Context: an optimization exercise on an open-source flow, tuned for small area. The choices shown serve that exercise and are no tape-out recipe. Only simulation tests tie the RTL to the original design; equivalence was not proved. No activity file was given, so power comes from the tool's default toggle rates.

[run.sh]
#!/bin/bash
# synth_recipe.tcl (not shown) runs the flow's synth.tcl, then flattens the netlist and writes it again
# the make line also repeats each setting of config.mk as NAME=value (left out here)
make -C /OpenROAD-flow-scripts/flow DESIGN_CONFIG=/design/flow/config.mk WORK_HOME=/design/flow/orfs CLKGATE_MAP_FILE= SYNTH_SCRIPT=/design/flow/synth_recipe.tcl finish
[config.mk]
export PLATFORM = sky130hd
export DESIGN_NAME = mipsCpuBus
export DESIGN_NICKNAME = mipsCpuBus
export VERILOG_FILES = /design/flow/design.v
export SDC_FILE = /design/flow/constraint.sdc
export NUM_CORES = 4
export LEC_CHECK = 0
export CAP_MARGIN = 20
export CORE_MARGIN = 2
export CORE_UTILIZATION = 40
export SLEW_MARGIN = 20
[constraint.sdc]
create_clock -name core_clock -period 10.0 [get_ports {clk}]
set_input_delay 2.0000 -clock core_clock [delete_from_list [all_inputs] [get_ports {clk}]]
set_output_delay 2.0000 -clock core_clock [all_outputs]
set_load 0.01 [all_outputs]
[design.v]
package mipsPkg;
    localparam int dataWidth = 32;
    localparam int regAddrWidth = 5;
    localparam logic [regAddrWidth-1:0] regZero = 5'd0;
    localparam logic [regAddrWidth-1:0] regV0 = 5'd2;
    typedef enum logic [5:0] {
        opRType = 6'b000000,
        opJ     = 6'b000010,
        opBeq   = 6'b000100,
        opBne   = 6'b000101,
        opAddiu = 6'b001001,
        opSlti  = 6'b001010,
        opSltiu = 6'b001011,
        opAndi  = 6'b001100,
        opOri   = 6'b001101,
        opXori  = 6'b001110,
        opLui   = 6'b001111,
        opLw    = 6'b100011,
        opSw    = 6'b101011
    } opcodeT;
    typedef enum logic [5:0] {
        fnSll  = 6'b000000,
        fnSrl  = 6'b000010,
        fnSra  = 6'b000011,
        fnJr   = 6'b001000,
        fnAddu = 6'b100001,
        fnSubu = 6'b100011,
        fnAnd  = 6'b100100,
        fnOr   = 6'b100101,
        fnXor  = 6'b100110,
        fnSlt  = 6'b101010,
        fnSltu = 6'b101011
    } funcT;
    typedef enum logic [3:0] {
        aluAdd   = 4'd0,
        aluSub   = 4'd1,
        aluAnd   = 4'd2,
        aluOr    = 4'd3,
        aluXor   = 4'd4,
        aluSlt   = 4'd5,
        aluSltu  = 4'd6,
        aluSll   = 4'd7,
        aluSrl   = 4'd8,
        aluSra   = 4'd9,
        aluLui   = 4'd10,
        aluPassA = 4'd11
    } aluOpT;
    typedef enum logic [2:0] {
        sFetch     = 3'b000,
        sDecode    = 3'b001,
        sExec      = 3'b010,
        sMem       = 3'b011,
        sWriteback = 3'b100,
        sHalted    = 3'b111
    } cpuStateT;
endpackage
import mipsPkg::*;
module alu
(
    input  mipsPkg::aluOpT                aluOp,
    input  logic [dataWidth-1:0] aluA,
    input  logic [dataWidth-1:0] aluB,
    input  logic [4:0]           shamt,
    output logic [dataWidth-1:0] aluResult,
    output logic                 aluZero
);
    always_comb begin
        case (aluOp)
            aluAdd:  aluResult = aluA + aluB;
            aluSub:  aluResult = aluA - aluB;
            aluAnd:  aluResult = aluA & aluB;
            aluOr:   aluResult = aluA | aluB;
            aluXor:  aluResult = aluA ^ aluB;
            aluSlt: begin
                aluResult = {31'b0, $signed(aluA) < $signed(aluB)};
            end
            aluSltu: begin
                aluResult = {31'b0, aluA < aluB};
            end
            aluSll:  aluResult = aluB << shamt;
            aluSrl:  aluResult = aluB >> shamt;
            aluSra:  aluResult = $signed(aluB) >>> shamt;
            aluLui:  aluResult = {aluB[15:0], 16'b0};
            aluPassA: aluResult = aluA;
            default: aluResult = aluA;
        endcase
    end
    assign aluZero = (aluResult == '0);
endmodule
import mipsPkg::*;
module registerFile
(
    input  logic                    clk,
    input  logic                    reset,
    input  logic                    wrEn,
    input  logic [regAddrWidth-1:0] wrAddr,
    input  logic [dataWidth-1:0]    wrData,
    input  logic [regAddrWidth-1:0] rsAddr,
    input  logic [regAddrWidth-1:0] rtAddr,
    output logic [dataWidth-1:0]    rsData,
    output logic [dataWidth-1:0]    rtData,
    output logic [dataWidth-1:0]    registerV0
);
    logic [dataWidth-1:0] regs [2**regAddrWidth];
    always_ff @(posedge clk) begin
        if (reset) begin
            for (int i = 0; i < 2**regAddrWidth; i++) begin
                regs[i] <= '0;
            end
        end else if (wrEn && wrAddr != regZero) begin
            regs[wrAddr] <= wrData;
        end
    end
    assign rsData = regs[rsAddr];
    assign rtData = regs[rtAddr];
    assign registerV0 = regs[regV0];
endmodule
import mipsPkg::*;
module instrDecoder
(
    input  logic [dataWidth-1:0]    instr,
    input  logic [dataWidth-1:0]    rsData,
    input  logic [dataWidth-1:0]    rtData,
    output logic [regAddrWidth-1:0] rsAddr,
    output logic [regAddrWidth-1:0] rtAddr,
    output logic [dataWidth-1:0]    aluA,
    output logic [dataWidth-1:0]    aluB,
    output logic [4:0]              shamt,
    output mipsPkg::aluOpT                   aluOp,
    output logic [regAddrWidth-1:0] destReg,
    output logic                    regWrite,
    output logic                    isLoad,
    output logic                    isStore,
    output logic                    isBranchEq,
    output logic                    isBranchNe,
    output logic                    isJump,
    output logic                    isJumpReg,
    output logic [dataWidth-1:0]    branchOffset,
    output logic [27:0]             jumpTarget
);
    logic [5:0]           opcode;
    logic [5:0]           funct;
    logic [dataWidth-1:0] signExtImm;
    logic [dataWidth-1:0] zeroExtImm;
    logic                 isRType;
    logic                 useZeroExt;
    assign opcode = instr[31:26];
    assign funct = instr[5:0];
    assign rsAddr = instr[25:21];
    assign rtAddr = instr[20:16];
    assign shamt = instr[10:6];
    assign signExtImm = {{16{instr[15]}}, instr[15:0]};
    assign zeroExtImm = {16'b0, instr[15:0]};
    assign branchOffset = {{14{instr[15]}}, instr[15:0], 2'b00};
    assign jumpTarget = {instr[25:0], 2'b00};
    assign isRType = (opcode == opRType);
    assign useZeroExt = (opcode == opAndi) || (opcode == opOri) || (opcode == opXori);
    assign destReg = isRType ? instr[15:11] : instr[20:16];
    assign isLoad = (opcode == opLw);
    assign isStore = (opcode == opSw);
    assign isBranchEq = (opcode == opBeq);
    assign isBranchNe = (opcode == opBne);
    assign isJump = (opcode == opJ);
    assign isJumpReg = isRType && (funct == fnJr);
    assign aluA = rsData;
    always_comb begin
        if (isRType || isBranchEq || isBranchNe) begin
            aluB = rtData;
        end else if (useZeroExt) begin
            aluB = zeroExtImm;
        end else begin
            aluB = signExtImm;
        end
    end
    always_comb begin
        aluOp = aluPassA;
        regWrite = 1'b0;
        case (opcode)
            opRType: begin
                regWrite = 1'b1;
                case (funct)
                    fnAddu: aluOp = aluAdd;
                    fnSubu: aluOp = aluSub;
                    fnAnd:  aluOp = aluAnd;
                    fnOr:   aluOp = aluOr;
                    fnXor:  aluOp = aluXor;
                    fnSlt:  aluOp = aluSlt;
                    fnSltu: aluOp = aluSltu;
                    fnSll:  aluOp = aluSll;
                    fnSrl:  aluOp = aluSrl;
                    fnSra:  aluOp = aluSra;
                    default: regWrite = 1'b0;
                endcase
            end
            opAddiu, opLw: begin
                aluOp = aluAdd;
                regWrite = 1'b1;
            end
            opSw:    aluOp = aluAdd;
            opBeq, opBne: aluOp = aluSub;
            opAndi: begin
                aluOp = aluAnd;
                regWrite = 1'b1;
            end
            opOri: begin
                aluOp = aluOr;
                regWrite = 1'b1;
            end
            opXori: begin
                aluOp = aluXor;
                regWrite = 1'b1;
            end
            opSlti: begin
                aluOp = aluSlt;
                regWrite = 1'b1;
            end
            opSltiu: begin
                aluOp = aluSltu;
                regWrite = 1'b1;
            end
            opLui: begin
                aluOp = aluLui;
                regWrite = 1'b1;
            end
            default: regWrite = 1'b0;
        endcase
    end
endmodule
import mipsPkg::*;
module cpuController
#(
    parameter logic [31:0] resetVector = 32'hBFC00000
) (
    input  logic                    clk,
    input  logic                    reset,
    input  logic                    waitrequest,
    input  logic [dataWidth-1:0]    readdata,
    output logic [dataWidth-1:0]    address,
    output logic                    read,
    output logic                    write,
    output logic [dataWidth-1:0]    writedata,
    output logic [3:0]              byteenable,
    output logic                    active,
    output logic [dataWidth-1:0]    instr,
    input  logic [dataWidth-1:0]    aluResult,
    input  logic                    aluZero,
    input  logic [dataWidth-1:0]    rtData,
    input  logic [dataWidth-1:0]    rsData,
    input  logic                    isLoad,
    input  logic                    isStore,
    input  logic                    isBranchEq,
    input  logic                    isBranchNe,
    input  logic                    isJump,
    input  logic                    isJumpReg,
    input  logic                    regWrite,
    input  logic [regAddrWidth-1:0] destReg,
    input  logic [dataWidth-1:0]    branchOffset,
    input  logic [27:0]             jumpTarget,
    output logic                    wrEn,
    output logic [regAddrWidth-1:0] wrAddr,
    output logic [dataWidth-1:0]    wrData
);
    mipsPkg::cpuStateT             state;
    logic [dataWidth-1:0] pc;
    logic [dataWidth-1:0] pcPlus4;
    logic [dataWidth-1:0] pendingTarget;
    logic [dataWidth-1:0] nextTarget;
    logic                 branchPending;
    logic                 inDelaySlot;
    logic                 takeBranch;
    logic                 memAccess;
    logic [dataWidth-1:0] aluOut;
    logic [dataWidth-1:0] storeData;
    logic [dataWidth-1:0] loadData;
    assign pcPlus4 = pc + 32'd4;
    assign memAccess = isLoad || isStore;
    assign takeBranch = isJump || isJumpReg
                     || (isBranchEq && aluZero)
                     || (isBranchNe && !aluZero);
    always_comb begin
        if (isJumpReg) begin
            nextTarget = rsData;
        end else if (isJump) begin
            nextTarget = {pcPlus4[31:28], jumpTarget};
        end else begin
            nextTarget = pcPlus4 + branchOffset;
        end
    end
    assign read = (state == sFetch && pc != '0) || (state == sMem && isLoad);
    assign write = (state == sMem) && isStore;
    assign address = (state == sMem) ? {aluOut[31:2], 2'b00} : pc;
    assign writedata = storeData;
    assign byteenable = 4'b1111;
    assign wrEn = (state == sWriteback) && regWrite;
    assign wrAddr = destReg;
    assign wrData = isLoad ? loadData : aluOut;
    always_ff @(posedge clk) begin
        if (reset) begin
            state <= sFetch;
            pc <= resetVector;
            active <= 1'b1;
            branchPending <= 1'b0;
            inDelaySlot <= 1'b0;
        end else begin
            case (state)
                sFetch: begin
                    if (pc == '0) begin
                        state <= sHalted;
                        active <= 1'b0;
                    end else if (!waitrequest) begin
                        state <= sDecode;
                    end
                end
                sDecode: state <= sExec;
                sExec: begin
                    state <= sMem;
                    if (takeBranch) begin
                        branchPending <= 1'b1;
                    end
                end
                sMem: begin
                    if (!memAccess || !waitrequest) begin
                        state <= sWriteback;
                    end
                end
                sWriteback: begin
                    state <= sFetch;
                    if (inDelaySlot) begin
                        pc <= pendingTarget;
                    end else begin
                        pc <= pcPlus4;
                    end
                    inDelaySlot <= branchPending;
                    branchPending <= 1'b0;
                end
                sHalted: state <= sHalted;
                default: state <= sFetch;
            endcase
        end
    end
    always_ff @(posedge clk) begin
        if (state == sFetch && read && !waitrequest) begin
            instr <= readdata;
        end
        if (state == sExec) begin
            aluOut <= aluResult;
            storeData <= rtData;
            if (takeBranch) begin
                pendingTarget <= nextTarget;
            end
        end
        if (state == sMem && isLoad && !waitrequest) begin
            loadData <= readdata;
        end
    end
endmodule
import mipsPkg::*;
module mipsCpuBus
#(
    parameter logic [31:0] resetVector = 32'hBFC00000
) (
    input  logic        clk,
    input  logic        reset,
    output logic        active,
    output logic [31:0] registerV0,
    output logic [31:0] address,
    output logic        read,
    output logic        write,
    input  logic        waitrequest,
    output logic [31:0] writedata,
    output logic [3:0]  byteenable,
    input  logic [31:0] readdata
);
    logic [dataWidth-1:0]    instr;
    logic [regAddrWidth-1:0] rsAddr;
    logic [regAddrWidth-1:0] rtAddr;
    logic [dataWidth-1:0]    rsData;
    logic [dataWidth-1:0]    rtData;
    logic [dataWidth-1:0]    aluA;
    logic [dataWidth-1:0]    aluB;
    logic [4:0]              shamt;
    mipsPkg::aluOpT                   aluOp;
    logic [dataWidth-1:0]    aluResult;
    logic                    aluZero;
    logic [regAddrWidth-1:0] destReg;
    logic                    regWrite;
    logic                    isLoad;
    logic                    isStore;
    logic                    isBranchEq;
    logic                    isBranchNe;
    logic                    isJump;
    logic                    isJumpReg;
    logic [dataWidth-1:0]    branchOffset;
    logic [27:0]             jumpTarget;
    logic                    wrEn;
    logic [regAddrWidth-1:0] wrAddr;
    logic [dataWidth-1:0]    wrData;
    cpuController #(
        .resetVector(resetVector)
    ) u_cpuController (
        .clk(clk), .reset(reset),
        .waitrequest(waitrequest), .readdata(readdata),
        .address(address), .read(read), .write(write),
        .writedata(writedata), .byteenable(byteenable), .active(active),
        .instr(instr),
        .aluResult(aluResult), .aluZero(aluZero),
        .rtData(rtData), .rsData(rsData),
        .isLoad(isLoad), .isStore(isStore),
        .isBranchEq(isBranchEq), .isBranchNe(isBranchNe),
        .isJump(isJump), .isJumpReg(isJumpReg), .regWrite(regWrite),
        .destReg(destReg), .branchOffset(branchOffset), .jumpTarget(jumpTarget),
        .wrEn(wrEn), .wrAddr(wrAddr), .wrData(wrData)
    );
    instrDecoder u_instrDecoder (
        .instr(instr), .rsData(rsData), .rtData(rtData),
        .rsAddr(rsAddr), .rtAddr(rtAddr),
        .aluA(aluA), .aluB(aluB), .shamt(shamt), .aluOp(aluOp),
        .destReg(destReg), .regWrite(regWrite),
        .isLoad(isLoad), .isStore(isStore),
        .isBranchEq(isBranchEq), .isBranchNe(isBranchNe),
        .isJump(isJump), .isJumpReg(isJumpReg),
        .branchOffset(branchOffset), .jumpTarget(jumpTarget)
    );
    registerFile u_registerFile (
        .clk(clk), .reset(reset),
        .wrEn(wrEn), .wrAddr(wrAddr), .wrData(wrData),
        .rsAddr(rsAddr), .rtAddr(rtAddr),
        .rsData(rsData), .rtData(rtData),
        .registerV0(registerV0)
    );
    alu u_alu (
        .aluOp(aluOp), .aluA(aluA), .aluB(aluB), .shamt(shamt),
        .aluResult(aluResult), .aluZero(aluZero)
    );
endmodule
==> results.txt <==
-- per-layer routing --
layer | routed length [um] | vias up | GRT usage, %
li1 | - | 24000 | -
met1 | 117000 | 30100 | 42.6
met2 | 144000 | 4625 | 51.4
met3 | 39700 | 1094 | 9.05
met4 | 25400 | 8 | 22.5
met5 | 55 | - | 0
-- area by class of cell --
class                      instances  area (um^2)  share of cell area, %
clock inverter                    87          968                   1.15
tap                             2464         3080                   3.68
sequential                      1232        36500                   43.6
inverter                         130          489                  0.583
antenna                            2         5.00                0.00597
multi-input combinational       4417        35400                   42.2
clock buffer                     174         3740                   4.46
timing repair buffer             367         3630                   4.33
-- worst reg2reg max path: stages, from the launching register on --
cell and delay [ns]:
dfxtp_4 0.93, buf_4 0.58, buf_4 0.41, mux4_2 0.60, a22o_1 0.23, a221oi_2 0.20, nand3_2 0.49, o21ai_0 0.75
inv_1 0.10, ha_1 0.31, inv_1 0.13, nor2_1 0.06, o21ai_0 0.17, o31ai_1 0.11, a22oi_1 0.31, o211ai_1 0.15
nor4_1 0.50, o221ai_1 0.23, a221oi_1 0.56, a41oi_1 0.24, nor2_1 0.19, nor4b_1 0.23, and4b_1 0.28, and3_1 0.19
o211ai_2 0.14, a31oi_4 0.26, buf_12 0.25
-- synthesized netlist by cell type (23+ instances only) --
cell,count
and3_1,23
nand3_1,95
o211ai_1,44
buf_4,29
nor2b_1,32
a221oi_1,31
nand2b_1,60
nor3_1,67
nor2_1,1275
dfxtp_1,48
inv_1,125
ha_1,132
o22ai_1,43
edfxtp_1,1184
a31oi_1,40
buf_1,44
xor2_1,25
xnor2_1,45
mux2_2,74
nand2_1,290
buf_2,72
a211oi_1,65
a21oi_1,280
clkbuf_1,417
o31ai_1,23
o21ai_0,115
a22oi_1,211
mux4_2,405
mux2i_1,539
a21o_1,33
-- cells by family (layout without fill, tap and decap cells) --
| family | after synthesis | in the layout | share of synthesized area (%) |
|---|---|---|---|
| AOI/OAI and AO/OA | 1135 | 1135 | 10.6 |
| xor gates and xnor gates | 70 | 70 | 0.828 |
| adders and majority gates | 135 | 135 | 2.31 |
| buffers and inverters | 716 | 758 | 4.16 |
| DFF | 1232 | 1232 | 49.3 |
| muxes | 1023 | 1023 | 20.8 |
| other | 2 | 38 | 0.0101 |
| and+or+nand+nor | 2018 | 2018 | 11.9 |
-- metrics by stage --
stage | util, % | total power, uW | setup slack [ns] | instance area [um^2]
2_1_floorplan | - | 9720 | 1.39 | 74100
5_1_grt | 45.7 | 17900 | 0.726 | 83800
6_report | 45.7 | 17500 | 1.06 | 83900
4_1_cts | 45.5 | 17200 | 1.35 | 83500
3_3_place_gp | 42.9 | 11900 | 1.38 | 78600
3_5_place_dp | 43.0 | 11900 | 1.37 | 78800
-- state kept, by name, indices dropped and copies added (netlist names), named ones only --
name                           flops
u_registerFile.regs             1024
u_cpuController.state              3
u_cpuController.loadData          32
u_cpuController.instr             32
u_cpuController.branchPending      1
u_cpuController.pendingTarget     32
u_cpuController.storeData         32
u_cpuController.inDelaySlot        1
u_cpuController.active             1
u_cpuController.pc                32
u_cpuController.aluOut            32
-- path summary, 6_finish.rpt --
| check | to | cells past startpoint |
|---|---|---|
| max | u_cpuController.pendingTarget[26] | 26 |
| min | u_cpuController.active | 1 |
| max reg2reg | u_cpuController.pendingTarget[26] | 26 |
| min reg2reg | u_cpuController.active | 1 |
-- power by group --
| part | switching [uW] | internal [uW] |
|---|---|---|
| logic | 3820 | 2090 |
| registers | 302 | 5930 |
| clock network | 2320 | 3060 |
==> results.txt <==
- Status: complete, no violations
- Inst Count DP: 8596
- Inserted Clock Buffers: 143
- Final ANT Viol Nets: 0
- Post-synth ARST share: 0%
- CP max FO: 39
- Final Cycle Share: about nine tenths
- Leak: 0.0303 uW
- Post-DP HPWL: 212000 um
- Number of hold buffers added after cts: 0
- Fillers: 16600
- Max IR drop VDD: 0.197 mV
- Hold Fails Final Rpt: 0
- Maximum buffer depth of the clock tree: 3
- Sinks on the clock net: 1232
- Post-synth top area share: 48.0%
- Number of global-route vias before repair: 57100
- Mapped Area: between 0.07 and 0.08 mm^2
- Die height: about 430 um
- RSZ-0062 raised after global routing: false
- Most frequent cells in the layout: nor2_1 (1271), edfxtp_1 (1184), mux2i_1 (507), mux4_2 (405), a21oi_1 (279)
- Worst Max-Slew Pin Slew: 1.25 ns
- Initial core utilization: 40.3%
- CTS HTree Levels: 4
- Crit. End Element: flip-flop
- Vias per cell: roughly 6.7
- DR iter-0 viols: 9151
- Root Buffer: clkbuf_16
- Setup_tns: 0 ns
- Critical path's slowest cell: dfxtp_4
- Clk_skew: 0.0412 ns
- Max cap viols: 0
- Setup bufs post-CTS: 0
- Initial antenna violation count: 10
- Area Growth Syn to Fin: 13.3%
- Final Non-Filler Cells: 8873
- Cells after synthesis: 6331
- Reg clk slew, reported paths: around 0.06 ns
- Fmax achieved: 0.112 GHz
- Resize count post-CTS: 0
- Worst R2R Setup Slack: about 1.1 ns
- Syn avg cell area: ~12 um^2
- Synth Flop Type: edfxtp_1
- Largest net degree at the start of global routing: 81
- CP delay by family, top: compound AO/OA/AOI/OAI gates
- DR pass1 iterations: 8
- Sequential-to-total area share from yosys stat: 49.3%
- Power Dens Cells: 209 mW/mm^2
- Nets: ~6500
- Row count: 157
- Final hold slack: approximately 0.46 ns
- CP Buf/Inv Count: 5
- Routability cong.: 1.09
- Avg WL per Cell: 36.8 um
- I/O pin cnt: 138
- Syn. warnings: 4
- Slew Viols, Final: 0
- Most common cell after layout, fill and taps aside: nor2_1
- Die area: 0.188 mm^2
- Ranking of synthesized cells by area: edfxtp_1 (48%), mux4_2 (12%), mux2i_1 (7.3%)
- Die Wd: 434 um
- Share of layout cells above drive strength 1: between 10% and 20%
- Remaining DRCs: 0
- Critical Path RT: 10.52 ns
- First-pass GRT wire length: 449000 um
- Count of input and output buffers: 133
- GR Overflow Total: 0
- Crit Path Category: reg -> reg
- Gr usage total: 33.9%
- Final setup viols: 0
- EDFF count, synth: 1184
- Clock latency on the worst-skew pair: 0.85 ns
- Flops & latches, synth: 1232
- Hold wc startpoint: u_cpuController.active
- TritonCTS clock tree: built
- Cell taking the most area after synthesis: edfxtp_1
- Core Area: between 0.15 and 0.2 mm^2
- Relative slew slack: 14.1%
- Hold WC Path Type: reg -> reg
- Slowest Stage Delay on Critical Path: 0.93 ns
- Final min period: slightly below 9 ns
- Count of cell types in the netlist: 109
- Routed via count: approximately 60000
- Wirelength, routed: 327000 um
- Worst Path Arrival: between 9 and 10 ns
- Crit path launch type: flip-flop

[static timing again, ports no longer ideal]
The results above use ideal ports. As a check the final layout listed here was re-extracted and re-timed, cells and wires unchanged.
Step 1 sets driving cells, clkbuf_16 on the clock port and buf_2 on the other inputs (assumed; they add their load-dependent delay and slew).
Step 2 times the ports against the registers' clock, not the clock port: input delays grow and output delays shrink by t, the midpoint of the rising clock arrivals with the driver on.
a / b / c = no drivers / after step 1 / after step 2; a / b = the first two.
t (ns): 0.925
setup WS [ns]: 1.063 / 1.063 / 1.063
hold WS [ns]: 0.456 / 0.456 / 0.456
clock arrival spread, ns: 0.043 / 0.043
slew at the worst register clock pin (ns): 0.07 / 0.07
After both steps this run still meets setup and hold. The setup slack of this run moves by 0.000 ns with the drivers and by 0.000 ns with both steps.
